This design comes from an exercise in tuning for a short achievable clock period and few clock cycles on the open sky130 flow, not from production work.
Only simulation tests tie the RTL to the original design; equivalence was not proved.
Power is estimated from default activity; no workload was simulated.

$ cat design/flow/config.mk
export PLATFORM = sky130hd
export DESIGN_NAME = cpu16_top
export DESIGN_NICKNAME = cpu16_top
export VERILOG_FILES = /design/flow/design.v
export SDC_FILE = /design/flow/constraint.sdc
export NUM_CORES = 4
export LEC_CHECK = 0
export ABC_CLOCK_PERIOD_IN_PS = 3000
export CAP_MARGIN = 20
export CORE_MARGIN = 2
export CORE_UTILIZATION = 30
export PLACE_DENSITY = 0.5
export SETUP_SLACK_MARGIN = 3.0
export SLEW_MARGIN = 20
$ cat design/flow/constraint.sdc
create_clock -name core_clock -period 7.5 [get_ports {clock}]
set_input_delay 1.5000 -clock core_clock [delete_from_list [all_inputs] [get_ports {clock}]]
set_output_delay 1.5000 -clock core_clock [all_outputs]
set_load 0.01 [all_outputs]
$ cat design/flow/design.v
package cpu16_pkg;
	localparam int word_width = 16;
	localparam int addr_width = 8;
	localparam int mem_depth = 256;
	localparam int opcode_width = 6;
	typedef logic [word_width-1:0] word_t;
	typedef logic [addr_width-1:0] addr_t;
	typedef logic [opcode_width-1:0] opcode_t;
	typedef logic [1:0] reg_sel_t;
	localparam opcode_t op_add = 6'd0;
	localparam opcode_t op_store = 6'd1;
	localparam opcode_t op_load = 6'd2;
	localparam opcode_t op_jump = 6'd3;
	localparam opcode_t op_jneg = 6'd4;
	localparam opcode_t op_subt = 6'd5;
	localparam opcode_t op_jzero = 6'd10;
	localparam opcode_t op_addi = 6'd11;
	localparam opcode_t op_in = 6'd14;
	localparam opcode_t op_out = 6'd15;
endpackage
`timescale 1ns/1ns
module cpu16_onehot_read #(
	parameter int width = 16
) (
	input logic [256*width-1:0] words,
	input logic [255:0] select,
	output logic [width-1:0] data
);
	logic [width*64-1:0] level1;
	logic [width*16-1:0] level2;
	logic [width*4-1:0] level3;
	for (genvar g = 0; g < 64; g++)
	begin : g_l1
		always_comb
		begin
			level1[width*g +: width] = '0;
			for (int j = 0; j < 4; j++)
				level1[width*g +: width] = level1[width*g +: width] |
					(words[width*(4*g+j) +: width] & {width{select[4*g+j]}});
		end
	end
	for (genvar g = 0; g < 16; g++)
	begin : g_l2
		assign level2[width*g +: width] = level1[width*(4*g) +: width] | level1[width*(4*g+1) +: width] |
			level1[width*(4*g+2) +: width] | level1[width*(4*g+3) +: width];
	end
	for (genvar g = 0; g < 4; g++)
	begin : g_l3
		assign level3[width*g +: width] = level2[width*(4*g) +: width] | level2[width*(4*g+1) +: width] |
			level2[width*(4*g+2) +: width] | level2[width*(4*g+3) +: width];
	end
	assign data = level3[width-1:0] | level3[2*width-1:width] | level3[3*width-1:2*width] |
		level3[4*width-1:3*width];
endmodule
module cpu16_memory #(
	parameter int read_ports = 1
) (
	input logic clock,
	input logic [255:0] write_select,
	input cpu16_pkg::word_t write_data,
	input logic [256*read_ports-1:0] read_select,
	output logic [16*read_ports-1:0] read_data,
	output logic [4095:0] contents
);
	logic [4095:0] storage;
	always_ff @(posedge clock)
	begin
		for (int i = 0; i < 256; i++)
			if (write_select[i])
				storage[16*i +: 16] <= write_data;
	end
	assign contents = storage;
	for (genvar p = 0; p < read_ports; p++)
	begin : g_port
		cpu16_onehot_read #(.width(16)) u_read (
			.words(storage),
			.select(read_select[256*p +: 256]),
			.data(read_data[16*p +: 16])
		);
	end
endmodule
module cpu16_instruction_memory (
	input logic clock,
	input logic [255:0] write_select,
	input cpu16_pkg::word_t write_data,
	input logic [255:0] bank_select,
	output logic [95:0] bank_data
);
	logic [4095:0] storage;
	logic [2047:0] next_table;
	cpu16_length_table u_next_table (
		.clock(clock),
		.contents(storage),
		.next_table(next_table)
	);
	always_ff @(posedge clock)
	begin
		for (int i = 0; i < 256; i++)
			if (write_select[i])
				storage[16*i +: 16] <= write_data;
	end
	for (genvar b = 0; b < 4; b++)
	begin : g_bank
		logic [64*24-1:0] entries;
		for (genvar j = 0; j < 64; j++)
		begin : g_entry
			assign entries[24*j +: 24] = {next_table[8*(4*j+b) +: 8], storage[16*(4*j+b) +: 16]};
		end
		cpu16_bank_read u_read (
			.words(entries),
			.select(bank_select[64*b +: 64]),
			.data(bank_data[24*b +: 24])
		);
	end
endmodule
module cpu16_bank_read (
	input logic [64*24-1:0] words,
	input logic [63:0] select,
	output logic [23:0] data
);
	logic [24*16-1:0] level1;
	logic [24*4-1:0] level2;
	for (genvar g = 0; g < 16; g++)
	begin : g_l1
		always_comb
		begin
			level1[24*g +: 24] = '0;
			for (int j = 0; j < 4; j++)
				level1[24*g +: 24] = level1[24*g +: 24] |
					(words[24*(4*g+j) +: 24] & {24{select[4*g+j]}});
		end
	end
	for (genvar g = 0; g < 4; g++)
	begin : g_l2
		assign level2[24*g +: 24] = level1[24*(4*g) +: 24] | level1[24*(4*g+1) +: 24] |
			level1[24*(4*g+2) +: 24] | level1[24*(4*g+3) +: 24];
	end
	assign data = level2[23:0] | level2[47:24] | level2[71:48] | level2[95:72];
endmodule
`timescale 1ns/1ns
module cpu16_register_file (
	input logic clock,
	input logic reset,
	input cpu16_pkg::reg_sel_t write_select,
	input logic write,
	input cpu16_pkg::word_t write_data,
	input cpu16_pkg::reg_sel_t second_select,
	input logic second_write,
	input cpu16_pkg::word_t second_data,
	output logic [63:0] registers
);
	cpu16_pkg::word_t regs [0:3];
	for (genvar r = 0; r < 4; r++)
	begin : g_reg
		always_ff @(posedge clock or posedge reset)
		begin
			if (reset)
				regs[r] <= '0;
			else if (write && (write_select == 2'(r)))
				regs[r] <= write_data;
			else if (second_write && (second_select == 2'(r)))
				regs[r] <= second_data;
		end
		assign registers[16*r +: 16] = regs[r];
	end
endmodule
`timescale 1ns/1ns
module cpu16_adder (
	input cpu16_pkg::word_t a,
	input cpu16_pkg::word_t b,
	input logic carry_in,
	output cpu16_pkg::word_t sum
);
	logic [15:0] g [0:4];
	logic [15:0] p [0:4];
	logic [15:0] half;
	logic [16:0] carry;
	assign half = a ^ b;
	assign g[0] = {a[15:1] & b[15:1], (a[0] & b[0]) | (half[0] & carry_in)};
	assign p[0] = half;
	for (genvar level = 0; level < 4; level++)
	begin : g_level
		for (genvar i = 0; i < 16; i++)
		begin : g_bit
			if (i >= (1 << level))
			begin : g_combine
				assign g[level+1][i] = g[level][i] | (p[level][i] & g[level][i - (1 << level)]);
				assign p[level+1][i] = p[level][i] & p[level][i - (1 << level)];
			end
			else
			begin : g_pass
				assign g[level+1][i] = g[level][i];
				assign p[level+1][i] = p[level][i];
			end
		end
	end
	assign carry = {g[4], carry_in};
	assign sum = half ^ carry[15:0];
endmodule
module cpu16_alu (
	input logic sel_mem_sum,
	input logic sel_imm_sum,
	input logic sel_imm_diff,
	input logic sel_mem_pass,
	input cpu16_pkg::word_t operand,
	input cpu16_pkg::word_t memory_data,
	input cpu16_pkg::addr_t immediate,
	input cpu16_pkg::word_t in_data,
	output cpu16_pkg::word_t result
);
	cpu16_pkg::word_t immediate_word;
	cpu16_pkg::word_t mem_sum;
	cpu16_pkg::word_t imm_sum;
	cpu16_pkg::word_t imm_diff;
	assign immediate_word = cpu16_pkg::word_t'(immediate);
	cpu16_adder u_mem_sum (.a(operand), .b(memory_data), .carry_in(1'b0), .sum(mem_sum));
	cpu16_adder u_imm_sum (.a(operand), .b(immediate_word), .carry_in(1'b0), .sum(imm_sum));
	cpu16_adder u_imm_diff (.a(operand), .b(~immediate_word), .carry_in(1'b1), .sum(imm_diff));
	always_comb
	begin
		if (sel_mem_sum)
			result = mem_sum;
		else if (sel_mem_pass)
			result = memory_data;
		else if (sel_imm_sum)
			result = imm_sum;
		else if (sel_imm_diff)
			result = imm_diff;
		else
			result = in_data;
	end
endmodule
`timescale 1ns/1ns
module cpu16_group_core (
	input cpu16_pkg::word_t w0,
	input cpu16_pkg::word_t w1,
	input cpu16_pkg::word_t w2,
	input cpu16_pkg::word_t w3,
	output logic jump0,
	output logic a_valid,
	output logic [1:0] a_index,
	output logic c_valid,
	output logic [1:0] c_index,
	output logic b_valid,
	output logic [1:0] b_index,
	output logic b_first,
	output logic b_before_c,
	output logic b_on_a,
	output logic b_on_c,
	output logic second_branch,
	output logic [1:0] length
);
	cpu16_pkg::word_t w [0:3];
	assign w[0] = w0;
	assign w[1] = w1;
	assign w[2] = w2;
	assign w[3] = w3;
	logic is_jump [0:3];
	logic is_branch [0:3];
	logic is_op [0:3];
	logic is_io [0:3];
	logic is_imm [0:3];
	logic writes [0:3];
	logic quick [0:3];
	for (genvar t = 0; t < 4; t++)
	begin : g_decode
		assign is_jump[t] = w[t][15:10] == cpu16_pkg::op_jump;
		assign is_branch[t] = (w[t][15:10] == cpu16_pkg::op_jneg) || (w[t][15:10] == cpu16_pkg::op_jzero);
		assign is_op[t] = !is_jump[t] && !is_branch[t];
		assign is_io[t] = (w[t][15:10] == cpu16_pkg::op_in) || (w[t][15:10] == cpu16_pkg::op_out);
		assign is_imm[t] = (w[t][15:10] == cpu16_pkg::op_subt) || (w[t][15:10] == cpu16_pkg::op_addi);
		assign writes[t] = (w[t][15:10] == cpu16_pkg::op_add) || (w[t][15:10] == cpu16_pkg::op_load) ||
			(w[t][15:10] == cpu16_pkg::op_subt) || (w[t][15:10] == cpu16_pkg::op_addi) ||
			(w[t][15:10] == cpu16_pkg::op_in);
		assign quick[t] = is_imm[t];
	end
	logic b1, bb, b2, b3;
	cpu16_pkg::word_t a_word;
	logic a_writes, a_quick;
	always_comb
	begin
		jump0 = is_jump[0];
		b1 = is_branch[0];
		bb = b1 && is_branch[1];
		second_branch = bb;
		a_index = bb ? 2'd2 : (b1 ? 2'd1 : 2'd0);
		a_valid = bb ? (is_op[2] && !is_io[2]) : b1 ? (is_op[1] && !is_io[1]) : is_op[0];
		a_word = w[a_index];
		a_writes = writes[a_index];
		a_quick = quick[a_index];
		b2 = !b1 && a_valid && is_branch[1] &&
			!(a_writes && (w1[9:8] == a_word[9:8]) && !a_quick);
		c_index = b1 ? 2'd2 : (b2 ? 2'd2 : 2'd1);
		c_valid = !bb && a_valid && is_imm[c_index] &&
			!(a_writes && (w[c_index][9:8] == a_word[9:8]));
		b3 = !b1 && !b2 && c_valid && is_branch[2] &&
			((w2[9:8] == w1[9:8]) || !(a_writes && (w2[9:8] == a_word[9:8]) && !a_quick));
		b_valid = b1 || b2 || b3;
		b_index = b1 ? 2'd0 : (b2 ? 2'd1 : 2'd2);
		b_first = b1;
		b_before_c = b1 || b2;
		b_on_c = b3 && (w2[9:8] == w1[9:8]);
		b_on_a = (b2 && a_writes && (w1[9:8] == a_word[9:8])) ||
			(b3 && !(w2[9:8] == w1[9:8]) && a_writes && (w2[9:8] == a_word[9:8]));
		if (jump0)
			length = 2'd0;
		else if (bb)
			length = a_valid ? 2'd3 : 2'd2;
		else if (b1)
			length = a_valid ? (c_valid ? 2'd3 : 2'd2) : 2'd1;
		else
			length = 2'd1 + 2'(b2) + 2'(c_valid) + 2'(b3);
	end
endmodule
module cpu16_group (
	input cpu16_pkg::word_t w0,
	input cpu16_pkg::word_t w1,
	input cpu16_pkg::word_t w2,
	input cpu16_pkg::word_t w3,
	output logic prefix,
	output logic jump0,
	output logic a_valid,
	output logic [1:0] a_index,
	output logic c_valid,
	output logic [1:0] c_index,
	output logic b_valid,
	output logic [1:0] b_index,
	output logic b_first,
	output logic b_before_c,
	output logic b_on_a,
	output logic b_on_c,
	output logic second_branch,
	output logic [2:0] length
);
	logic [1:0] core_a_index, core_c_index, core_b_index, core_length;
	assign prefix = w0[15:10] == cpu16_pkg::op_out;
	cpu16_group_core u_core (
		.w0(prefix ? w1 : w0),
		.w1(prefix ? w2 : w1),
		.w2(prefix ? w3 : w2),
		.w3(prefix ? 16'd0 : w3),
		.jump0(jump0),
		.a_valid(a_valid),
		.a_index(core_a_index),
		.c_valid(c_valid),
		.c_index(core_c_index),
		.b_valid(b_valid),
		.b_index(core_b_index),
		.b_first(b_first),
		.b_before_c(b_before_c),
		.b_on_a(b_on_a),
		.b_on_c(b_on_c),
		.second_branch(second_branch),
		.length(core_length)
	);
	assign length = 3'(core_length) + 3'(prefix);
	assign a_index = core_a_index + 2'(prefix);
	assign c_index = core_c_index + 2'(prefix);
	assign b_index = core_b_index + 2'(prefix);
endmodule
module cpu16_length_table (
	input logic clock,
	input logic [4095:0] contents,
	output logic [2047:0] next_table
);
	for (genvar i = 0; i < 256; i++)
	begin : g_entry
		cpu16_pkg::word_t w [0:3];
		logic [2:0] length;
		logic u_prefix, u_jump0, u_a_valid, u_c_valid, u_b_valid;
		logic u_b_first, u_b_before_c, u_b_on_a, u_b_on_c, u_second_branch;
		logic [1:0] u_a_index, u_c_index, u_b_index;
		logic [3:0] jumps;
		for (genvar t = 0; t < 4; t++)
		begin : g_word
			assign w[t] = {contents[16*((i+t)%256) + 8 +: 8], 8'd0};
			assign jumps[t] = contents[16*((i+t)%256) + 10 +: 6] == cpu16_pkg::op_jump;
		end
		cpu16_group u_group (
			.w0(w[0]),
			.w1(w[1]),
			.w2(w[2]),
			.w3(w[3]),
			.prefix(u_prefix),
			.jump0(u_jump0),
			.a_valid(u_a_valid),
			.a_index(u_a_index),
			.c_valid(u_c_valid),
			.c_index(u_c_index),
			.b_valid(u_b_valid),
			.b_index(u_b_index),
			.b_first(u_b_first),
			.b_before_c(u_b_before_c),
			.b_on_a(u_b_on_a),
			.b_on_c(u_b_on_c),
			.second_branch(u_second_branch),
			.length(length)
		);
		always_ff @(posedge clock)
		begin
			for (int l = 1; l <= 4; l++)
				next_table[8*i + l - 1] <= (length == 3'(l)) && !((length != 3'd4) && jumps[length[1:0]]);
			for (int l = 0; l < 4; l++)
				next_table[8*i + 4 + l] <= (length == 3'(l)) && jumps[l];
		end
	end
endmodule
module cpu16_project (
	input logic [255:0] onehot,
	output logic [255:0] banks
);
	for (genvar b = 0; b < 4; b++)
	begin : g_bank
		for (genvar j = 0; j < 64; j++)
		begin : g_entry
			assign banks[64*b + j] = onehot[(4*j+b) % 256] | onehot[(4*j+b+255) % 256] |
				onehot[(4*j+b+254) % 256] | onehot[(4*j+b+253) % 256];
		end
	end
endmodule
module cpu16_control (
	input logic clock,
	input logic reset,
	input logic [95:0] bank_data,
	input logic [63:0] registers,
	input cpu16_pkg::word_t memory_read,
	input cpu16_pkg::word_t result,
	input logic in_ack,
	input logic out_ack,
	output logic [255:0] bank_select,
	output logic [255:0] data_read_select,
	output logic [255:0] data_select,
	output cpu16_pkg::word_t memory_data,
	output logic data_write,
	output cpu16_pkg::word_t operand,
	output cpu16_pkg::addr_t immediate,
	output cpu16_pkg::reg_sel_t reg_select,
	output logic reg_write,
	output cpu16_pkg::reg_sel_t second_select,
	output logic second_write,
	output cpu16_pkg::word_t second_result,
	output logic sel_mem_sum,
	output logic sel_imm_sum,
	output logic sel_imm_diff,
	output logic sel_mem_pass,
	output logic in_req,
	output logic out_req,
	output cpu16_pkg::word_t out_data,
	output cpu16_pkg::addr_t pc
);
	logic [255:0] bank_onehot;
	logic [255:0] pc_onehot;
	cpu16_pkg::addr_t pc_binary;
	assign bank_select = bank_onehot;
	cpu16_pkg::word_t word [0:3];
	logic [7:0] table_entry;
	cpu16_pkg::addr_t fetch_next;
	always_comb
	begin
		for (int t = 0; t < 4; t++)
			word[t] = bank_data[24*((pc_binary[1:0] + 2'(t)) % 4) +: 16];
		table_entry = bank_data[24*pc_binary[1:0] + 16 +: 8];
	end
	logic [255:0] target_onehot [0:3];
	always_comb
	begin
		for (int t = 0; t < 4; t++)
		begin
			target_onehot[t] = '0;
			target_onehot[t][word[t][7:0]] = 1'b1;
		end
	end
	logic prefix, jump0, a_valid, c_valid, b_valid, b_first, b_before_c, b_on_a, b_on_c, second_branch;
	logic [1:0] a_index, c_index, b_index;
	logic [2:0] unused_length;
	cpu16_group u_group (
		.w0(word[0]),
		.w1(word[1]),
		.w2(word[2]),
		.w3(word[3]),
		.prefix(prefix),
		.jump0(jump0),
		.a_valid(a_valid),
		.a_index(a_index),
		.c_valid(c_valid),
		.c_index(c_index),
		.b_valid(b_valid),
		.b_index(b_index),
		.b_first(b_first),
		.b_before_c(b_before_c),
		.b_on_a(b_on_a),
		.b_on_c(b_on_c),
		.second_branch(second_branch),
		.length(unused_length)
	);
	logic a_at0, a_at1, a_at2, a_at3;
	logic branch_word [0:3];
	for (genvar t = 0; t < 4; t++)
	begin : g_branch_word
		assign branch_word[t] = (word[t][15:10] == cpu16_pkg::op_jneg) || (word[t][15:10] == cpu16_pkg::op_jzero);
	end
	assign a_at0 = !prefix && !branch_word[0];
	assign a_at1 = prefix ? !branch_word[1] : (branch_word[0] && !branch_word[1]);
	assign a_at2 = prefix ? (branch_word[1] && !branch_word[2]) : (branch_word[0] && branch_word[1]);
	assign a_at3 = prefix && branch_word[1] && branch_word[2];
	cpu16_pkg::word_t a_word, c_word, b_word, b2_word;
	assign a_word = ({16{a_at0}} & word[0]) | ({16{a_at1}} & word[1]) | ({16{a_at2}} & word[2]) |
		({16{a_at3}} & word[3]);
	assign c_word = word[c_index];
	assign b_word = word[b_index];
	assign b2_word = word[b_index + 2'd1];
	logic [255:0] a_k_onehot;
	assign a_k_onehot = ({256{a_at0}} & target_onehot[0]) | ({256{a_at1}} & target_onehot[1]) |
		({256{a_at2}} & target_onehot[2]) | ({256{a_at3}} & target_onehot[3]);
	logic m_a_valid, m_c_valid, m_b_valid, m_prefix;
	logic m_early_in;
	cpu16_pkg::reg_sel_t m_prefix_reg;
	logic m_add, m_store, m_load, m_subt, m_addi, m_in, m_out;
	cpu16_pkg::reg_sel_t m_reg;
	cpu16_pkg::addr_t m_k;
	logic [255:0] m_k_onehot;
	cpu16_pkg::word_t m_k_negated;
	cpu16_pkg::addr_t m_io_pc;
	cpu16_pkg::addr_t m_prefix_pc;
	logic m_c_subt;
	cpu16_pkg::reg_sel_t m_c_reg;
	cpu16_pkg::addr_t m_c_k;
	cpu16_pkg::word_t m_c_k_negated;
	logic m_b_first, m_b_before_c, m_b_on_a, m_b_on_c, m_b_neg;
	cpu16_pkg::reg_sel_t m_b_reg;
	cpu16_pkg::addr_t m_b_k;
	logic m_b2_valid, m_b2_neg;
	cpu16_pkg::reg_sel_t m_b2_reg;
	cpu16_pkg::addr_t m_b2_k;
	logic e_a_valid;
	logic e_add, e_store, e_load, e_subt, e_addi, e_in, e_out;
	cpu16_pkg::reg_sel_t e_reg;
	cpu16_pkg::addr_t e_k;
	logic [255:0] e_k_onehot;
	cpu16_pkg::word_t e_mdr;
	cpu16_pkg::word_t e_k_negated;
	cpu16_pkg::word_t e_operand;
	cpu16_pkg::addr_t e_io_pc;
	logic e_io_started;
	logic e_c_valid;
	logic e_c_subt;
	cpu16_pkg::reg_sel_t e_c_reg;
	cpu16_pkg::addr_t e_c_k;
	cpu16_pkg::word_t e_c_k_negated;
	cpu16_pkg::word_t e_c_operand;
	logic e_b_valid;
	logic e_b_first;
	logic e_b_before_c;
	logic e_b_on_a;
	logic e_b_on_c;
	logic e_b_neg;
	cpu16_pkg::word_t e_b_value;
	cpu16_pkg::addr_t e_b_k;
	logic e_b2_valid, e_b2_neg;
	cpu16_pkg::word_t e_b2_value;
	cpu16_pkg::addr_t e_b2_k;
	logic taken;
	logic a_live, c_live;
	logic stall;
	logic io_ready;
	logic release_wait;
	assign operand = e_operand;
	cpu16_pkg::word_t imm_sum, imm_diff;
	logic a_zero, a_neg;
	cpu16_adder u_imm_sum (.a(e_operand), .b(cpu16_pkg::word_t'(e_k)), .carry_in(1'b0), .sum(imm_sum));
	cpu16_adder u_imm_diff (.a(e_operand), .b(~cpu16_pkg::word_t'(e_k)), .carry_in(1'b1), .sum(imm_diff));
	assign a_zero = e_operand == (e_subt ? cpu16_pkg::word_t'(e_k) : e_k_negated);
	assign a_neg = e_subt ? imm_diff[15] : imm_sum[15];
	cpu16_pkg::word_t c_result;
	logic c_zero, c_neg;
	cpu16_adder u_c_add (
		.a(e_c_operand),
		.b(e_c_subt ? ~cpu16_pkg::word_t'(e_c_k) : cpu16_pkg::word_t'(e_c_k)),
		.carry_in(e_c_subt),
		.sum(c_result)
	);
	assign c_zero = e_c_operand == (e_c_subt ? cpu16_pkg::word_t'(e_c_k) : e_c_k_negated);
	assign c_neg = c_result[15];
	logic taken_first, taken_second;
	cpu16_pkg::addr_t target;
	assign taken_first = e_b_valid && (e_b_on_c ? (e_b_neg ? c_neg : c_zero) :
		e_b_on_a ? (e_b_neg ? a_neg : a_zero) :
		(e_b_neg ? e_b_value[15] : (e_b_value == '0)));
	assign taken_second = e_b2_valid && (e_b2_neg ? e_b2_value[15] : (e_b2_value == '0));
	assign taken = taken_first || taken_second;
	assign target = taken_first ? e_b_k : e_b2_k;
	assign a_live = e_a_valid && !(e_b_first && taken);
	assign c_live = e_c_valid && !(e_b_before_c && taken);
	assign io_ready = !in_req && !out_req && (!release_wait || (!in_ack && !out_ack));
	assign stall = e_a_valid && ((e_out && !e_io_started && !io_ready) || (e_in && !(in_req && in_ack)));
	assign data_select = e_k_onehot;
	assign data_read_select = m_k_onehot;
	assign memory_data = e_mdr;
	assign data_write = a_live && e_store;
	assign immediate = e_k;
	assign reg_select = e_reg;
	assign reg_write = a_live && !stall && (e_add || e_load || e_subt || e_addi || e_in);
	assign second_select = e_c_reg;
	assign second_write = c_live && !stall;
	assign second_result = c_result;
	assign sel_mem_sum = e_add;
	assign sel_mem_pass = e_load;
	assign sel_imm_sum = e_addi;
	assign sel_imm_diff = e_subt;
	cpu16_pkg::word_t value_next [0:3];
	for (genvar r = 0; r < 4; r++)
	begin : g_next
		assign value_next[r] = (reg_write && (e_reg == 2'(r))) ? result :
			(second_write && (e_c_reg == 2'(r))) ? c_result : registers[16*r +: 16];
	end
	logic can_raise, early_in, early_out, early_io, hold_fetch;
	assign can_raise = io_ready && !(a_live && (e_in || e_out));
	assign early_in = m_early_in;
	assign early_out = m_prefix;
	assign early_io = !stall && !taken && can_raise && (early_in || early_out);
	assign hold_fetch = m_prefix && !can_raise;
	cpu16_pkg::word_t mdr_next;
	assign mdr_next = (e_a_valid && e_store && (e_k == m_k)) ? e_operand : memory_read;
	logic [255:0] branch_onehot;
	logic [255:0] rotated [1:4];
	logic [255:0] branch_banks;
	logic [255:0] rotated_banks [1:4];
	logic [255:0] jump_banks [0:3];
	cpu16_project u_branch_banks (.onehot(branch_onehot), .banks(branch_banks));
	for (genvar l = 1; l <= 4; l++)
	begin : g_rotated
		assign rotated[l] = (pc_onehot << l) | (pc_onehot >> (256 - l));
		cpu16_project u_banks (.onehot(rotated[l]), .banks(rotated_banks[l]));
	end
	for (genvar l = 0; l < 4; l++)
	begin : g_jump
		cpu16_project u_banks (.onehot(target_onehot[l]), .banks(jump_banks[l]));
	end
	logic select_hold, select_target, advance;
	logic [3:0] select_step, select_jump;
	cpu16_pkg::addr_t pc_next;
	logic [255:0] pc_next_onehot;
	logic [255:0] bank_next;
	assign select_hold = stall || (!taken && hold_fetch);
	assign select_target = !stall && taken;
	assign advance = !stall && !taken && !hold_fetch;
	assign select_step = {4{advance}} & table_entry[3:0];
	assign select_jump = {4{advance}} & table_entry[7:4];
	always_comb
	begin
		branch_onehot = '0;
		branch_onehot[target] = 1'b1;
		pc_next_onehot = ({256{select_hold}} & pc_onehot) | ({256{select_target}} & branch_onehot);
		bank_next = ({256{select_hold}} & bank_onehot) | ({256{select_target}} & branch_banks);
		pc_next = ({8{select_hold}} & pc_binary) | ({8{select_target}} & target);
		for (int l = 1; l <= 4; l++)
		begin
			pc_next_onehot = pc_next_onehot | ({256{select_step[l-1]}} & rotated[l]);
			bank_next = bank_next | ({256{select_step[l-1]}} & rotated_banks[l]);
			pc_next = pc_next | ({8{select_step[l-1]}} & (pc_binary + 8'(l)));
		end
		for (int l = 0; l < 4; l++)
		begin
			pc_next_onehot = pc_next_onehot | ({256{select_jump[l]}} & target_onehot[l]);
			bank_next = bank_next | ({256{select_jump[l]}} & jump_banks[l]);
			pc_next = pc_next | ({8{select_jump[l]}} & word[l][7:0]);
		end
	end
	always_ff @(posedge clock or posedge reset)
	begin
		if (reset)
		begin
			bank_onehot <= {{63{1'b0}}, 1'b1, {63{1'b0}}, 1'b1, {63{1'b0}}, 1'b1, {63{1'b0}}, 1'b1};
			pc_onehot <= 256'd1;
			pc_binary <= '0;
			e_a_valid <= 1'b0;
			e_c_valid <= 1'b0;
			e_b_valid <= 1'b0;
			e_b2_valid <= 1'b0;
			m_b2_valid <= 1'b0;
			m_a_valid <= 1'b0;
			m_c_valid <= 1'b0;
			m_b_valid <= 1'b0;
			m_prefix <= 1'b0;
			m_early_in <= 1'b0;
		end
		else
		begin
			bank_onehot <= bank_next;
			pc_onehot <= pc_next_onehot;
			pc_binary <= pc_next;
			if (!stall)
			begin
				e_a_valid <= !taken && !hold_fetch && m_a_valid;
				e_c_valid <= !taken && !hold_fetch && m_c_valid;
				e_b_valid <= !taken && !hold_fetch && m_b_valid;
				e_b2_valid <= !taken && !hold_fetch && m_b2_valid;
				if (taken)
				begin
					m_a_valid <= 1'b0;
					m_c_valid <= 1'b0;
					m_b_valid <= 1'b0;
					m_b2_valid <= 1'b0;
					m_prefix <= 1'b0;
					m_early_in <= 1'b0;
				end
				else if (!hold_fetch)
				begin
					m_a_valid <= a_valid;
					m_c_valid <= c_valid;
					m_b_valid <= b_valid;
					m_b2_valid <= second_branch;
					m_prefix <= prefix;
					m_early_in <= a_valid && (a_index == 2'd0) && (word[0][15:10] == cpu16_pkg::op_in);
				end
			end
		end
	end
	always_ff @(posedge clock)
	begin
		if (!stall && !hold_fetch)
		begin
			m_add <= a_word[15:10] == cpu16_pkg::op_add;
			m_store <= a_word[15:10] == cpu16_pkg::op_store;
			m_load <= a_word[15:10] == cpu16_pkg::op_load;
			m_subt <= a_word[15:10] == cpu16_pkg::op_subt;
			m_addi <= a_word[15:10] == cpu16_pkg::op_addi;
			m_in <= a_word[15:10] == cpu16_pkg::op_in;
			m_out <= a_word[15:10] == cpu16_pkg::op_out;
			m_reg <= a_word[9:8];
			m_k <= a_word[7:0];
			m_k_onehot <= a_k_onehot;
			m_k_negated <= 16'd0 - cpu16_pkg::word_t'(a_word[7:0]);
			m_io_pc <= pc_binary + 8'(a_index) + 8'd1;
			m_prefix_reg <= word[0][9:8];
			m_prefix_pc <= pc_binary + 8'd1;
			m_c_subt <= c_word[15:10] == cpu16_pkg::op_subt;
			m_c_reg <= c_word[9:8];
			m_c_k <= c_word[7:0];
			m_c_k_negated <= 16'd0 - cpu16_pkg::word_t'(c_word[7:0]);
			m_b_first <= b_first;
			m_b_before_c <= b_before_c;
			m_b_on_a <= b_on_a;
			m_b_on_c <= b_on_c;
			m_b_neg <= b_word[15:10] == cpu16_pkg::op_jneg;
			m_b_reg <= b_word[9:8];
			m_b_k <= b_word[7:0];
			m_b2_neg <= b2_word[15:10] == cpu16_pkg::op_jneg;
			m_b2_reg <= b2_word[9:8];
			m_b2_k <= b2_word[7:0];
		end
		if (!stall)
		begin
			e_add <= m_add;
			e_store <= m_store;
			e_load <= m_load;
			e_subt <= m_subt;
			e_addi <= m_addi;
			e_in <= m_in;
			e_out <= m_out;
			e_reg <= m_reg;
			e_k <= m_k;
			e_k_onehot <= m_k_onehot;
			e_k_negated <= m_k_negated;
			e_mdr <= mdr_next;
			e_operand <= value_next[m_reg];
			e_io_pc <= m_io_pc;
			e_io_started <= early_io && early_in;
			e_c_subt <= m_c_subt;
			e_c_reg <= m_c_reg;
			e_c_k <= m_c_k;
			e_c_k_negated <= m_c_k_negated;
			e_c_operand <= value_next[m_c_reg];
			e_b_first <= m_b_first;
			e_b_before_c <= m_b_before_c;
			e_b_on_a <= m_b_on_a;
			e_b_on_c <= m_b_on_c;
			e_b_neg <= m_b_neg;
			e_b_value <= value_next[m_b_reg];
			e_b_k <= m_b_k;
			e_b2_neg <= m_b2_neg;
			e_b2_value <= value_next[m_b2_reg];
			e_b2_k <= m_b2_k;
		end
	end
	always_ff @(posedge clock or posedge reset)
	begin
		if (reset)
		begin
			in_req <= 1'b0;
			out_req <= 1'b0;
			release_wait <= 1'b0;
			out_data <= '0;
			pc <= '0;
		end
		else
		begin
			if (out_req && out_ack)
				out_req <= 1'b0;
			else if ((a_live && e_out && !e_io_started && io_ready) || (early_io && early_out))
				out_req <= 1'b1;
			if (in_req && in_ack)
				in_req <= 1'b0;
			else if ((a_live && e_in && io_ready) || (early_io && early_in))
				in_req <= 1'b1;
			if ((out_req && out_ack) || (in_req && in_ack))
				release_wait <= 1'b1;
			else if (!in_ack && !out_ack)
				release_wait <= 1'b0;
			if (early_io)
			begin
				if (early_out)
					out_data <= value_next[m_prefix_reg];
				pc <= early_out ? m_prefix_pc : m_io_pc;
			end
			else if (a_live && (e_out || e_in) && !e_io_started && io_ready)
			begin
				if (e_out)
					out_data <= e_operand;
				pc <= e_io_pc;
			end
		end
	end
endmodule
`timescale 1ns/1ns
module cpu16_top (
	input logic clock,
	input logic reset,
	input logic load_write,
	input logic load_target,
	input cpu16_pkg::addr_t load_address,
	input cpu16_pkg::word_t load_data,
	input cpu16_pkg::word_t in_data,
	input logic in_ack,
	input logic out_ack,
	output cpu16_pkg::addr_t pc,
	output logic in_req,
	output logic out_req,
	output cpu16_pkg::word_t out_data
);
	logic [255:0] bank_select;
	logic [95:0] bank_data;
	cpu16_pkg::reg_sel_t second_select;
	logic second_write;
	cpu16_pkg::word_t second_result;
	logic [4095:0] unused_data_contents;
	logic [255:0] data_select;
	logic [255:0] data_read_select;
	cpu16_pkg::word_t memory_read;
	logic data_write;
	cpu16_pkg::word_t data_read;
	cpu16_pkg::word_t operand;
	cpu16_pkg::word_t alu_result;
	cpu16_pkg::addr_t immediate;
	cpu16_pkg::reg_sel_t reg_select;
	logic reg_write;
	logic [63:0] registers;
	logic sel_mem_sum, sel_imm_sum, sel_imm_diff, sel_mem_pass;
	logic [255:0] load_decode;
	logic [255:0] instruction_write_select;
	logic [255:0] data_write_select;
	cpu16_pkg::word_t data_write_data;
	always_comb
	begin
		load_decode = '0;
		load_decode[load_address] = 1'b1;
	end
	assign instruction_write_select = (load_write && !load_target) ? load_decode : '0;
	assign data_write_select = load_write ? (load_target ? load_decode : '0) :
		(data_write ? data_select : '0);
	assign data_write_data = load_write ? load_data : operand;
	cpu16_control u_control (
		.clock(clock),
		.reset(reset),
		.bank_data(bank_data),
		.registers(registers),
		.memory_read(memory_read),
		.result(alu_result),
		.in_ack(in_ack),
		.out_ack(out_ack),
		.bank_select(bank_select),
		.data_read_select(data_read_select),
		.data_select(data_select),
		.memory_data(data_read),
		.data_write(data_write),
		.operand(operand),
		.immediate(immediate),
		.reg_select(reg_select),
		.reg_write(reg_write),
		.second_select(second_select),
		.second_write(second_write),
		.second_result(second_result),
		.sel_mem_sum(sel_mem_sum),
		.sel_imm_sum(sel_imm_sum),
		.sel_imm_diff(sel_imm_diff),
		.sel_mem_pass(sel_mem_pass),
		.in_req(in_req),
		.out_req(out_req),
		.out_data(out_data),
		.pc(pc)
	);
	cpu16_register_file u_register_file (
		.clock(clock),
		.reset(reset),
		.write_select(reg_select),
		.write(reg_write),
		.write_data(alu_result),
		.second_select(second_select),
		.second_write(second_write),
		.second_data(second_result),
		.registers(registers)
	);
	cpu16_alu u_alu (
		.sel_mem_sum(sel_mem_sum),
		.sel_imm_sum(sel_imm_sum),
		.sel_imm_diff(sel_imm_diff),
		.sel_mem_pass(sel_mem_pass),
		.operand(operand),
		.memory_data(data_read),
		.immediate(immediate),
		.in_data(in_data),
		.result(alu_result)
	);
	cpu16_instruction_memory u_instruction_memory (
		.clock(clock),
		.write_select(instruction_write_select),
		.write_data(load_data),
		.bank_select(bank_select),
		.bank_data(bank_data)
	);
	cpu16_memory #(.read_ports(1)) u_data_memory (
		.clock(clock),
		.write_select(data_write_select),
		.write_data(data_write_data),
		.read_select(data_read_select),
		.read_data(memory_read),
		.contents(unused_data_contents)
	);
endmodule
$ cat design/flow/run.sh
#!/bin/bash
# synth_recipe.tcl (not shown) runs the flow's synth.tcl, then flattens the netlist and writes it again
# the make line also repeats each setting of config.mk as NAME=value (left out here)
make -C /OpenROAD-flow-scripts/flow DESIGN_CONFIG=/design/flow/config.mk WORK_HOME=/design/flow/orfs CLKGATE_MAP_FILE= SYNTH_SCRIPT=/design/flow/synth_recipe.tcl finish
==> results of run 1 <==
==> power groups by stage <==
| stage | clock network, mW | logic [mW] | registers (mW) |
|---|---|---|---|
| 4_1_cts | 71.4 | 90.2 | 84.3 |
| 3_5_place_dp | 0 | 88.1 | 85.9 |
| 3_3_place_gp | 0 | 87.1 | 86.0 |
| 2_1_floorplan | 0 | 26.9 | 81.8 |
==> per-stage QoR <==
stage | setup WS [ns] | hold slack [ns] | power (mW) | instance area (µm²) | setup TNS (ns)
after CTS | -0.8140 | 0.2347 | 245.9 | 918600 | -230.51
after detailed placement | -2.372 | 0.4045 | 174.0 | 866500 | -916.66
after global placement | -5.203 | 0.4007 | 173.1 | 857600 | -2951.52
after floorplan | -5.872 | 0.4003 | 108.7 | 682900 | -5712.98
==> worst max-delay path by stage <==
| stage | startpoint | to | slack, ns | cells past startpoint |
|---|---|---|---|---|
| 2_1_floorplan | u_control.e_c_subt | u_control.m_add | -5.87 | 18 |
| 3_3_place_gp | u_control.bank_onehot[35] | u_control.bank_onehot[83] | -5.20 | 23 |
| 3_5_place_dp | u_control.bank_onehot[84] | u_control.bank_onehot[50] | -2.37 | 29 |
| 4_1_cts | u_instruction_memory.storage[1067] | u_control.m_c_k_negated[4] | -0.81 | 33 |
==> per-layer routing <==
| layer | overflow | GRT usage (%) |
|---|---|---|
| met5 | 146 | 56.43 |
| met4 | 4770 | 76.13 |
| met3 | 1291 | 74.41 |
| met2 | 8283 | 92.35 |
| met1 | 1089 | 85.12 |
==> cell families after synthesis <==
group                      Yosys count  synth area share [%]
adders and majority gates         1101                 2.023
AOI/OAI and AO/OA                20200                 21.01
buffers and inverters             6273                 3.660
muxes                             3431                 5.354
DFF                              11620                 47.64
xor gates and xnor gates          1499                 1.926
and+or+nand+nor                  26070                 18.39
==> repair_timing <==
| action | in CTS |
|---|---|
| hold buffers | 0 |
| pin swaps | 175 |
| resized for setup | 735 |
| cloned | 4 |
| setup endpoints to repair | 8273 |
| buffers inserted | 236 |
| hold endpoints to repair | 0 |
==> reports/results.ini, run 1 <==
[global_routing]
grt_start_max_net_pins = 193
track_usage_pct = 82.84
grt.overflow.total = 15580
grt_pass1_wl_mm = 12580
grt_pass1_vias = 919400

[synthesis]
ys_ff_latch = 11620
synth_cell_type_count = 132
synth_warnings = 290
seq_area_frac_synth_pct = 47.64
yosysTopAreaCell = edfxtp_1
yosys.area.top_type_share_pct = 39.35
syn_area_per_cell_um2 = 9.726
synth_edf_count = 8947
async_flop_share_pct = 5.346
ys_top_cells_by_count = edfxtp_1, nand2_1, nor2_1
syn-num-nets = 71340
yosysMostFrequentCell = edfxtp_1
netlist_instances = 70190
synth_ff_type = edfxtp_1
yosys-top-cells-area = edfxtp_1, dfxtp_1, nand2_1
syn_area_um2 = 682700

[placement]
gp_congestion = 1.417
dp.final_hpwl_mm = 7176
placedCellCount = 111800
io_buffers = 71

[run_status]
status = aborted with a tool error
stop_error = [ERROR GRT-0116] Global routing finished with congestion. Check the congestion regions in the DRC Viewer.
stop_stage = global routing (5_1_grt)

[clock_tree]
cts_made_buffers = 1388
cts-root-buf = clkbuf_16
htree_levels = 7
clock-sinks = 11620
cts_max_path_buffers = 6

[die]
core.rowCount = 554
top_level_ports = 72
die_h_mm = 1.513
die_w_mm = 1.513
start_util_pct = 30.05

Testbench counts, summed over its fixed seeds: cycles 6,463.
==> inputs of run 2 (changes only) <==
--- a/design/flow/design.v
+++ b/design/flow/design.v
@@ -84,14 +84,14 @@
 	input logic [255:0] write_select,
 	input cpu16_pkg::word_t write_data,
 	input logic [255:0] bank_select,
-	output logic [95:0] bank_data
+	output logic [79:0] bank_data
 );
 	logic [4095:0] storage;
-	logic [2047:0] next_table;
-	cpu16_length_table u_next_table (
+	logic [1023:0] length_table;
+	cpu16_length_table u_length_table (
 		.clock(clock),
 		.contents(storage),
-		.next_table(next_table)
+		.length_table(length_table)
 	);
 	always_ff @(posedge clock)
 	begin
@@ -101,41 +101,41 @@
 	end
 	for (genvar b = 0; b < 4; b++)
 	begin : g_bank
-		logic [64*24-1:0] entries;
+		logic [64*20-1:0] entries;
 		for (genvar j = 0; j < 64; j++)
 		begin : g_entry
-			assign entries[24*j +: 24] = {next_table[8*(4*j+b) +: 8], storage[16*(4*j+b) +: 16]};
+			assign entries[20*j +: 20] = {length_table[4*(4*j+b) +: 4], storage[16*(4*j+b) +: 16]};
 		end
 		cpu16_bank_read u_read (
 			.words(entries),
 			.select(bank_select[64*b +: 64]),
-			.data(bank_data[24*b +: 24])
+			.data(bank_data[20*b +: 20])
 		);
 	end
 endmodule
 module cpu16_bank_read (
-	input logic [64*24-1:0] words,
+	input logic [64*20-1:0] words,
 	input logic [63:0] select,
-	output logic [23:0] data
+	output logic [19:0] data
 );
-	logic [24*16-1:0] level1;
-	logic [24*4-1:0] level2;
+	logic [20*16-1:0] level1;
+	logic [20*4-1:0] level2;
 	for (genvar g = 0; g < 16; g++)
 	begin : g_l1
 		always_comb
 		begin
-			level1[24*g +: 24] = '0;
+			level1[20*g +: 20] = '0;
 			for (int j = 0; j < 4; j++)
-				level1[24*g +: 24] = level1[24*g +: 24] |
-					(words[24*(4*g+j) +: 24] & {24{select[4*g+j]}});
+				level1[20*g +: 20] = level1[20*g +: 20] |
+					(words[20*(4*g+j) +: 20] & {20{select[4*g+j]}});
 		end
 	end
 	for (genvar g = 0; g < 4; g++)
 	begin : g_l2
-		assign level2[24*g +: 24] = level1[24*(4*g) +: 24] | level1[24*(4*g+1) +: 24] |
-			level1[24*(4*g+2) +: 24] | level1[24*(4*g+3) +: 24];
+		assign level2[20*g +: 20] = level1[20*(4*g) +: 20] | level1[20*(4*g+1) +: 20] |
+			level1[20*(4*g+2) +: 20] | level1[20*(4*g+3) +: 20];
 	end
-	assign data = level2[23:0] | level2[47:24] | level2[71:48] | level2[95:72];
+	assign data = level2[19:0] | level2[39:20] | level2[59:40] | level2[79:60];
 endmodule
 `timescale 1ns/1ns
 module cpu16_register_file (
@@ -361,7 +361,7 @@
 module cpu16_length_table (
 	input logic clock,
 	input logic [4095:0] contents,
-	output logic [2047:0] next_table
+	output logic [1023:0] length_table
 );
 	for (genvar i = 0; i < 256; i++)
 	begin : g_entry
@@ -398,39 +398,22 @@
 		);
 		always_ff @(posedge clock)
 		begin
-			for (int l = 1; l <= 4; l++)
-				next_table[8*i + l - 1] <= (length == 3'(l)) && !((length != 3'd4) && jumps[length[1:0]]);
-			for (int l = 0; l < 4; l++)
-				next_table[8*i + 4 + l] <= (length == 3'(l)) && jumps[l];
-		end
-	end
-endmodule
-module cpu16_project (
-	input logic [255:0] onehot,
-	output logic [255:0] banks
-);
-	for (genvar b = 0; b < 4; b++)
-	begin : g_bank
-		for (genvar j = 0; j < 64; j++)
-		begin : g_entry
-			assign banks[64*b + j] = onehot[(4*j+b) % 256] | onehot[(4*j+b+255) % 256] |
-				onehot[(4*j+b+254) % 256] | onehot[(4*j+b+253) % 256];
+			length_table[4*i +: 3] <= length;
+			length_table[4*i+3] <= (length != 3'd4) && jumps[length[1:0]];
 		end
 	end
 endmodule
 module cpu16_control (
 	input logic clock,
 	input logic reset,
-	input logic [95:0] bank_data,
+	input logic [79:0] bank_data,
 	input logic [63:0] registers,
-	input cpu16_pkg::word_t memory_read,
+	input cpu16_pkg::word_t memory_data,
 	input cpu16_pkg::word_t result,
 	input logic in_ack,
 	input logic out_ack,
 	output logic [255:0] bank_select,
-	output logic [255:0] data_read_select,
 	output logic [255:0] data_select,
-	output cpu16_pkg::word_t memory_data,
 	output logic data_write,
 	output cpu16_pkg::word_t operand,
 	output cpu16_pkg::addr_t immediate,
@@ -453,13 +436,13 @@
 	cpu16_pkg::addr_t pc_binary;
 	assign bank_select = bank_onehot;
 	cpu16_pkg::word_t word [0:3];
-	logic [7:0] table_entry;
+	logic [3:0] table_entry;
 	cpu16_pkg::addr_t fetch_next;
 	always_comb
 	begin
 		for (int t = 0; t < 4; t++)
-			word[t] = bank_data[24*((pc_binary[1:0] + 2'(t)) % 4) +: 16];
-		table_entry = bank_data[24*pc_binary[1:0] + 16 +: 8];
+			word[t] = bank_data[20*((pc_binary[1:0] + 2'(t)) % 4) +: 16];
+		table_entry = bank_data[20*pc_binary[1:0] + 16 +: 4];
 	end
 	logic [255:0] target_onehot [0:3];
 	always_comb
@@ -472,6 +455,7 @@
 	end
 	logic prefix, jump0, a_valid, c_valid, b_valid, b_first, b_before_c, b_on_a, b_on_c, second_branch;
 	logic [1:0] a_index, c_index, b_index;
+	logic [2:0] length;
 	logic [2:0] unused_length;
 	cpu16_group u_group (
 		.w0(word[0]),
@@ -493,6 +477,38 @@
 		.second_branch(second_branch),
 		.length(unused_length)
 	);
+	logic fold;
+	assign length = table_entry[2:0];
+	assign fold = table_entry[3];
+	logic [255:0] candidate [0:4];
+	cpu16_pkg::addr_t candidate_binary [0:4];
+	logic [255:0] fetch_next_onehot;
+	always_comb
+	begin
+		for (int t = 0; t < 4; t++)
+		begin
+			if (fold)
+			begin
+				candidate[t] = target_onehot[t];
+				candidate_binary[t] = word[t][7:0];
+			end
+			else
+			begin
+				candidate[t] = (pc_onehot << t) | (pc_onehot >> (256 - t));
+				candidate_binary[t] = pc_binary + 8'(t);
+			end
+		end
+		candidate[4] = {pc_onehot[251:0], pc_onehot[255:252]};
+		candidate_binary[4] = pc_binary + 8'd4;
+		fetch_next_onehot = '0;
+		fetch_next = '0;
+		for (int l = 0; l < 5; l++)
+			if (length == 3'(l))
+			begin
+				fetch_next_onehot = fetch_next_onehot | candidate[l];
+				fetch_next = fetch_next | candidate_binary[l];
+			end
+	end
 	logic a_at0, a_at1, a_at2, a_at3;
 	logic branch_word [0:3];
 	for (genvar t = 0; t < 4; t++)
@@ -512,32 +528,11 @@
 	logic [255:0] a_k_onehot;
 	assign a_k_onehot = ({256{a_at0}} & target_onehot[0]) | ({256{a_at1}} & target_onehot[1]) |
 		({256{a_at2}} & target_onehot[2]) | ({256{a_at3}} & target_onehot[3]);
-	logic m_a_valid, m_c_valid, m_b_valid, m_prefix;
-	logic m_early_in;
-	cpu16_pkg::reg_sel_t m_prefix_reg;
-	logic m_add, m_store, m_load, m_subt, m_addi, m_in, m_out;
-	cpu16_pkg::reg_sel_t m_reg;
-	cpu16_pkg::addr_t m_k;
-	logic [255:0] m_k_onehot;
-	cpu16_pkg::word_t m_k_negated;
-	cpu16_pkg::addr_t m_io_pc;
-	cpu16_pkg::addr_t m_prefix_pc;
-	logic m_c_subt;
-	cpu16_pkg::reg_sel_t m_c_reg;
-	cpu16_pkg::addr_t m_c_k;
-	cpu16_pkg::word_t m_c_k_negated;
-	logic m_b_first, m_b_before_c, m_b_on_a, m_b_on_c, m_b_neg;
-	cpu16_pkg::reg_sel_t m_b_reg;
-	cpu16_pkg::addr_t m_b_k;
-	logic m_b2_valid, m_b2_neg;
-	cpu16_pkg::reg_sel_t m_b2_reg;
-	cpu16_pkg::addr_t m_b2_k;
 	logic e_a_valid;
 	logic e_add, e_store, e_load, e_subt, e_addi, e_in, e_out;
 	cpu16_pkg::reg_sel_t e_reg;
 	cpu16_pkg::addr_t e_k;
 	logic [255:0] e_k_onehot;
-	cpu16_pkg::word_t e_mdr;
 	cpu16_pkg::word_t e_k_negated;
 	cpu16_pkg::word_t e_operand;
 	cpu16_pkg::addr_t e_io_pc;
@@ -594,8 +589,6 @@
 	assign io_ready = !in_req && !out_req && (!release_wait || (!in_ack && !out_ack));
 	assign stall = e_a_valid && ((e_out && !e_io_started && !io_ready) || (e_in && !(in_req && in_ack)));
 	assign data_select = e_k_onehot;
-	assign data_read_select = m_k_onehot;
-	assign memory_data = e_mdr;
 	assign data_write = a_live && e_store;
 	assign immediate = e_k;
 	assign reg_select = e_reg;
@@ -615,56 +608,39 @@
 	end
 	logic can_raise, early_in, early_out, early_io, hold_fetch;
 	assign can_raise = io_ready && !(a_live && (e_in || e_out));
-	assign early_in = m_early_in;
-	assign early_out = m_prefix;
+	assign early_in = a_valid && (a_index == 2'd0) && (word[0][15:10] == cpu16_pkg::op_in);
+	assign early_out = prefix;
 	assign early_io = !stall && !taken && can_raise && (early_in || early_out);
-	assign hold_fetch = m_prefix && !can_raise;
-	cpu16_pkg::word_t mdr_next;
-	assign mdr_next = (e_a_valid && e_store && (e_k == m_k)) ? e_operand : memory_read;
-	logic [255:0] branch_onehot;
-	logic [255:0] rotated [1:4];
-	logic [255:0] branch_banks;
-	logic [255:0] rotated_banks [1:4];
-	logic [255:0] jump_banks [0:3];
-	cpu16_project u_branch_banks (.onehot(branch_onehot), .banks(branch_banks));
-	for (genvar l = 1; l <= 4; l++)
-	begin : g_rotated
-		assign rotated[l] = (pc_onehot << l) | (pc_onehot >> (256 - l));
-		cpu16_project u_banks (.onehot(rotated[l]), .banks(rotated_banks[l]));
-	end
-	for (genvar l = 0; l < 4; l++)
-	begin : g_jump
-		cpu16_project u_banks (.onehot(target_onehot[l]), .banks(jump_banks[l]));
-	end
-	logic select_hold, select_target, advance;
-	logic [3:0] select_step, select_jump;
+	assign hold_fetch = prefix && !can_raise;
 	cpu16_pkg::addr_t pc_next;
 	logic [255:0] pc_next_onehot;
 	logic [255:0] bank_next;
-	assign select_hold = stall || (!taken && hold_fetch);
-	assign select_target = !stall && taken;
-	assign advance = !stall && !taken && !hold_fetch;
-	assign select_step = {4{advance}} & table_entry[3:0];
-	assign select_jump = {4{advance}} & table_entry[7:4];
+	logic [255:0] branch_onehot;
 	always_comb
 	begin
 		branch_onehot = '0;
 		branch_onehot[target] = 1'b1;
-		pc_next_onehot = ({256{select_hold}} & pc_onehot) | ({256{select_target}} & branch_onehot);
-		bank_next = ({256{select_hold}} & bank_onehot) | ({256{select_target}} & branch_banks);
-		pc_next = ({8{select_hold}} & pc_binary) | ({8{select_target}} & target);
-		for (int l = 1; l <= 4; l++)
-		begin
-			pc_next_onehot = pc_next_onehot | ({256{select_step[l-1]}} & rotated[l]);
-			bank_next = bank_next | ({256{select_step[l-1]}} & rotated_banks[l]);
-			pc_next = pc_next | ({8{select_step[l-1]}} & (pc_binary + 8'(l)));
-		end
-		for (int l = 0; l < 4; l++)
-		begin
-			pc_next_onehot = pc_next_onehot | ({256{select_jump[l]}} & target_onehot[l]);
-			bank_next = bank_next | ({256{select_jump[l]}} & jump_banks[l]);
-			pc_next = pc_next | ({8{select_jump[l]}} & word[l][7:0]);
+		if (stall || (!taken && hold_fetch))
+		begin
+			pc_next = pc_binary;
+			pc_next_onehot = pc_onehot;
 		end
+		else if (taken)
+		begin
+			pc_next = target;
+			pc_next_onehot = branch_onehot;
+		end
+		else
+		begin
+			pc_next = fetch_next;
+			pc_next_onehot = fetch_next_onehot;
+		end
+		for (int b = 0; b < 4; b++)
+			for (int j = 0; j < 64; j++)
+				bank_next[64*b + j] = pc_next_onehot[(4*j+b) % 256] |
+					pc_next_onehot[(4*j+b+255) % 256] |
+					pc_next_onehot[(4*j+b+254) % 256] |
+					pc_next_onehot[(4*j+b+253) % 256];
 	end
 	always_ff @(posedge clock or posedge reset)
 	begin
@@ -677,12 +653,6 @@
 			e_c_valid <= 1'b0;
 			e_b_valid <= 1'b0;
 			e_b2_valid <= 1'b0;
-			m_b2_valid <= 1'b0;
-			m_a_valid <= 1'b0;
-			m_c_valid <= 1'b0;
-			m_b_valid <= 1'b0;
-			m_prefix <= 1'b0;
-			m_early_in <= 1'b0;
 		end
 		else
 		begin
@@ -691,96 +661,46 @@
 			pc_binary <= pc_next;
 			if (!stall)
 			begin
-				e_a_valid <= !taken && !hold_fetch && m_a_valid;
-				e_c_valid <= !taken && !hold_fetch && m_c_valid;
-				e_b_valid <= !taken && !hold_fetch && m_b_valid;
-				e_b2_valid <= !taken && !hold_fetch && m_b2_valid;
-				if (taken)
-				begin
-					m_a_valid <= 1'b0;
-					m_c_valid <= 1'b0;
-					m_b_valid <= 1'b0;
-					m_b2_valid <= 1'b0;
-					m_prefix <= 1'b0;
-					m_early_in <= 1'b0;
-				end
-				else if (!hold_fetch)
-				begin
-					m_a_valid <= a_valid;
-					m_c_valid <= c_valid;
-					m_b_valid <= b_valid;
-					m_b2_valid <= second_branch;
-					m_prefix <= prefix;
-					m_early_in <= a_valid && (a_index == 2'd0) && (word[0][15:10] == cpu16_pkg::op_in);
-				end
+				e_a_valid <= !taken && !hold_fetch && a_valid;
+				e_c_valid <= !taken && !hold_fetch && c_valid;
+				e_b_valid <= !taken && !hold_fetch && b_valid;
+				e_b2_valid <= !taken && !hold_fetch && second_branch;
 			end
 		end
 	end
 	always_ff @(posedge clock)
 	begin
-		if (!stall && !hold_fetch)
-		begin
-			m_add <= a_word[15:10] == cpu16_pkg::op_add;
-			m_store <= a_word[15:10] == cpu16_pkg::op_store;
-			m_load <= a_word[15:10] == cpu16_pkg::op_load;
-			m_subt <= a_word[15:10] == cpu16_pkg::op_subt;
-			m_addi <= a_word[15:10] == cpu16_pkg::op_addi;
-			m_in <= a_word[15:10] == cpu16_pkg::op_in;
-			m_out <= a_word[15:10] == cpu16_pkg::op_out;
-			m_reg <= a_word[9:8];
-			m_k <= a_word[7:0];
-			m_k_onehot <= a_k_onehot;
-			m_k_negated <= 16'd0 - cpu16_pkg::word_t'(a_word[7:0]);
-			m_io_pc <= pc_binary + 8'(a_index) + 8'd1;
-			m_prefix_reg <= word[0][9:8];
-			m_prefix_pc <= pc_binary + 8'd1;
-			m_c_subt <= c_word[15:10] == cpu16_pkg::op_subt;
-			m_c_reg <= c_word[9:8];
-			m_c_k <= c_word[7:0];
-			m_c_k_negated <= 16'd0 - cpu16_pkg::word_t'(c_word[7:0]);
-			m_b_first <= b_first;
-			m_b_before_c <= b_before_c;
-			m_b_on_a <= b_on_a;
-			m_b_on_c <= b_on_c;
-			m_b_neg <= b_word[15:10] == cpu16_pkg::op_jneg;
-			m_b_reg <= b_word[9:8];
-			m_b_k <= b_word[7:0];
-			m_b2_neg <= b2_word[15:10] == cpu16_pkg::op_jneg;
-			m_b2_reg <= b2_word[9:8];
-			m_b2_k <= b2_word[7:0];
-		end
 		if (!stall)
 		begin
-			e_add <= m_add;
-			e_store <= m_store;
-			e_load <= m_load;
-			e_subt <= m_subt;
-			e_addi <= m_addi;
-			e_in <= m_in;
-			e_out <= m_out;
-			e_reg <= m_reg;
-			e_k <= m_k;
-			e_k_onehot <= m_k_onehot;
-			e_k_negated <= m_k_negated;
-			e_mdr <= mdr_next;
-			e_operand <= value_next[m_reg];
-			e_io_pc <= m_io_pc;
+			e_add <= a_word[15:10] == cpu16_pkg::op_add;
+			e_store <= a_word[15:10] == cpu16_pkg::op_store;
+			e_load <= a_word[15:10] == cpu16_pkg::op_load;
+			e_subt <= a_word[15:10] == cpu16_pkg::op_subt;
+			e_addi <= a_word[15:10] == cpu16_pkg::op_addi;
+			e_in <= a_word[15:10] == cpu16_pkg::op_in;
+			e_out <= a_word[15:10] == cpu16_pkg::op_out;
+			e_reg <= a_word[9:8];
+			e_k <= a_word[7:0];
+			e_k_onehot <= a_k_onehot;
+			e_k_negated <= 16'd0 - cpu16_pkg::word_t'(a_word[7:0]);
+			e_operand <= value_next[a_word[9:8]];
+			e_io_pc <= pc_binary + 8'(a_index) + 8'd1;
 			e_io_started <= early_io && early_in;
-			e_c_subt <= m_c_subt;
-			e_c_reg <= m_c_reg;
-			e_c_k <= m_c_k;
-			e_c_k_negated <= m_c_k_negated;
-			e_c_operand <= value_next[m_c_reg];
-			e_b_first <= m_b_first;
-			e_b_before_c <= m_b_before_c;
-			e_b_on_a <= m_b_on_a;
-			e_b_on_c <= m_b_on_c;
-			e_b_neg <= m_b_neg;
-			e_b_value <= value_next[m_b_reg];
-			e_b_k <= m_b_k;
-			e_b2_neg <= m_b2_neg;
-			e_b2_value <= value_next[m_b2_reg];
-			e_b2_k <= m_b2_k;
+			e_c_subt <= c_word[15:10] == cpu16_pkg::op_subt;
+			e_c_reg <= c_word[9:8];
+			e_c_k <= c_word[7:0];
+			e_c_k_negated <= 16'd0 - cpu16_pkg::word_t'(c_word[7:0]);
+			e_c_operand <= value_next[c_word[9:8]];
+			e_b_first <= b_first;
+			e_b_before_c <= b_before_c;
+			e_b_on_a <= b_on_a;
+			e_b_on_c <= b_on_c;
+			e_b_neg <= b_word[15:10] == cpu16_pkg::op_jneg;
+			e_b_value <= value_next[b_word[9:8]];
+			e_b_k <= b_word[7:0];
+			e_b2_neg <= b2_word[15:10] == cpu16_pkg::op_jneg;
+			e_b2_value <= value_next[b2_word[9:8]];
+			e_b2_k <= b2_word[7:0];
 		end
 	end
 	always_ff @(posedge clock or posedge reset)
@@ -810,8 +730,8 @@
 			if (early_io)
 			begin
 				if (early_out)
-					out_data <= value_next[m_prefix_reg];
-				pc <= early_out ? m_prefix_pc : m_io_pc;
+					out_data <= value_next[word[0][9:8]];
+				pc <= pc_binary + 8'd1;
 			end
 			else if (a_live && (e_out || e_in) && !e_io_started && io_ready)
 			begin
@@ -839,14 +759,12 @@
 	output cpu16_pkg::word_t out_data
 );
 	logic [255:0] bank_select;
-	logic [95:0] bank_data;
+	logic [79:0] bank_data;
 	cpu16_pkg::reg_sel_t second_select;
 	logic second_write;
 	cpu16_pkg::word_t second_result;
 	logic [4095:0] unused_data_contents;
 	logic [255:0] data_select;
-	logic [255:0] data_read_select;
-	cpu16_pkg::word_t memory_read;
 	logic data_write;
 	cpu16_pkg::word_t data_read;
 	cpu16_pkg::word_t operand;
@@ -874,14 +792,12 @@
 		.reset(reset),
 		.bank_data(bank_data),
 		.registers(registers),
-		.memory_read(memory_read),
+		.memory_data(data_read),
 		.result(alu_result),
 		.in_ack(in_ack),
 		.out_ack(out_ack),
 		.bank_select(bank_select),
-		.data_read_select(data_read_select),
 		.data_select(data_select),
-		.memory_data(data_read),
 		.data_write(data_write),
 		.operand(operand),
 		.immediate(immediate),
@@ -932,8 +848,8 @@
 		.clock(clock),
 		.write_select(data_write_select),
 		.write_data(data_write_data),
-		.read_select(data_read_select),
-		.read_data(memory_read),
+		.read_select(data_select),
+		.read_data(data_read),
 		.contents(unused_data_contents)
 	);
 endmodule
--- a/design/flow/config.mk
+++ b/design/flow/config.mk
@@ -8,7 +8,7 @@
 export ABC_CLOCK_PERIOD_IN_PS = 3000
 export CAP_MARGIN = 20
 export CORE_MARGIN = 2
-export CORE_UTILIZATION = 30
-export PLACE_DENSITY = 0.5
+export CORE_UTILIZATION = 34
+export PLACE_DENSITY = 0.55
 export SETUP_SLACK_MARGIN = 3.0
 export SLEW_MARGIN = 20
==> run 2 against run 1 <==
Net effect: the flow again stops in global routing (5_1_grt); synthesized cell count fell by 5.9%; synthesized area fell by 7.0%.
==> reports/results.ini, run 2 <==
[run_status]
status = aborted with a tool error
stop_stage = global routing (5_1_grt)
stop_error = [ERROR GRT-0116] Global routing finished with congestion. Check the congestion regions in the DRC Viewer.

[placement]
place_area_um2 = 766700
dp.final_hpwl_mm = 5418
place_ws_ns = -1.805
io_buffers = 71
gp_congestion = 1.435

[synthesis]
synth_compound_area_share_pct = 22.93
netlist_instances = 66070
synth_edf_count = 8587
synth.mux.area_fraction_pct = 6.293
yosysTopAreaCell = edfxtp_1
async_flop_share_pct = 6.014
synth_top_family_by_area = compound AO/OA/AOI/OAI gates
syn_area_um2 = 635200
yosysMostFrequentCell = edfxtp_1
yosys.area_share.simple_pct = 16.59
ys_top_cells_by_count = edfxtp_1, nand2_1, nor2_1
ys_ff_latch = 10230
yosys.area.top_type_share_pct = 40.59
syn_area_per_cell_um2 = 9.615
seq_area_frac_synth_pct = 46.24
synth_cell_type_count = 125
synth_warnings = 290
syn-num-nets = 67210
synth_xor_area_share_pct = 2.196
synth_fa_ha_area_share_pct = 2.165
yosys-top-cells-area = edfxtp_1, nand2_1, mux2i_1
synth_ff_type = edfxtp_1

[die]
die_w_mm = 1.371
start_util_pct = 34.05
die_h_mm = 1.371
top_level_ports = 72
core.rowCount = 502

[clock_tree]
hold_buffers = 0
cts_max_path_buffers = 6
htree_levels = 7
clock-sinks = 10230
cts_made_buffers = 1295
cts-root-buf = clkbuf_16

[global_routing]
grt.overflow.total = 903
grt_pass1_vias = 730100
grt_pass1_wl_mm = 9000
track_usage_pct = 73.83
grt_start_max_net_pins = 180

==> run 2: cell types whose count changed after synthesis, sizes merged, moves of 264 or more <==
cell	delta
a21oi	+656
a222oi	-676
a22oi	-478
a31oi	+264
buf	-650
dfxtp	-1024
edfxtp	-360
nand2	-308
nor2	-1399
nor4	-278
o21ai	+406
==> run 2: worst max-delay path by stage <==
stage | cells after the start | slack [ns] | end | from
2_1_floorplan | 1 | -2.39 | u_control.bank_onehot[100] | reset
4_1_cts | 27 | -0.12 | u_control.e_c_k_negated[7] | u_control.bank_onehot[15]
3_3_place_gp | 27 | -3.46 | u_control.e_b2_value[6] | u_instruction_memory.storage[2766]
3_5_place_dp | 29 | -1.81 | u_control.e_b2_value[10] | u_instruction_memory.storage[1295]
==> run 2: kinds of logic after synthesis <==
family | Yosys count
buf+inv | 5985
simple gates | 22410
xor+xnor | 1590
compound gates | 21020
flops | 10230
mux | 3743
fa+ha+maj | 1096
==> run 2: per-layer routing <==
metal | GRT overflow | track usage [%]
met3 | 15 | 61.76
met4 | 337 | 69.86
met2 | 546 | 86.17
met1 | 5 | 74.97
met5 | 0 | 47.69
==> run 2: power groups by stage <==
stage,clock network (mW),registers [mW],logic (mW)
after CTS,63.5,75.4,103
after detailed placement,0,77.3,98.4
after global placement,0,77.6,98.3
after floorplan,0,71.1,26.9
==> run 2: per-stage QoR <==
| step | hold slack, ns | TNS, ns | std cells |
|---|---|---|---|
| floorplan | 0.4368 | -2121.18 | 66070 |
| global placement | 0.4676 | -1935.14 | 98080 |
| detailed placement | 0.4642 | -650.38 | 98280 |
| CTS | 0.4172 | -2.000 | 100800 |
==> run 2: timing repair <==
action,in CTS
gates resized for setup,1025
gates cloned,17
setup endpoints to repair,8866
pin swaps,179
buffers inserted,268
Testbench counts of run 2, summed over its fixed seeds: cycles 6,135.
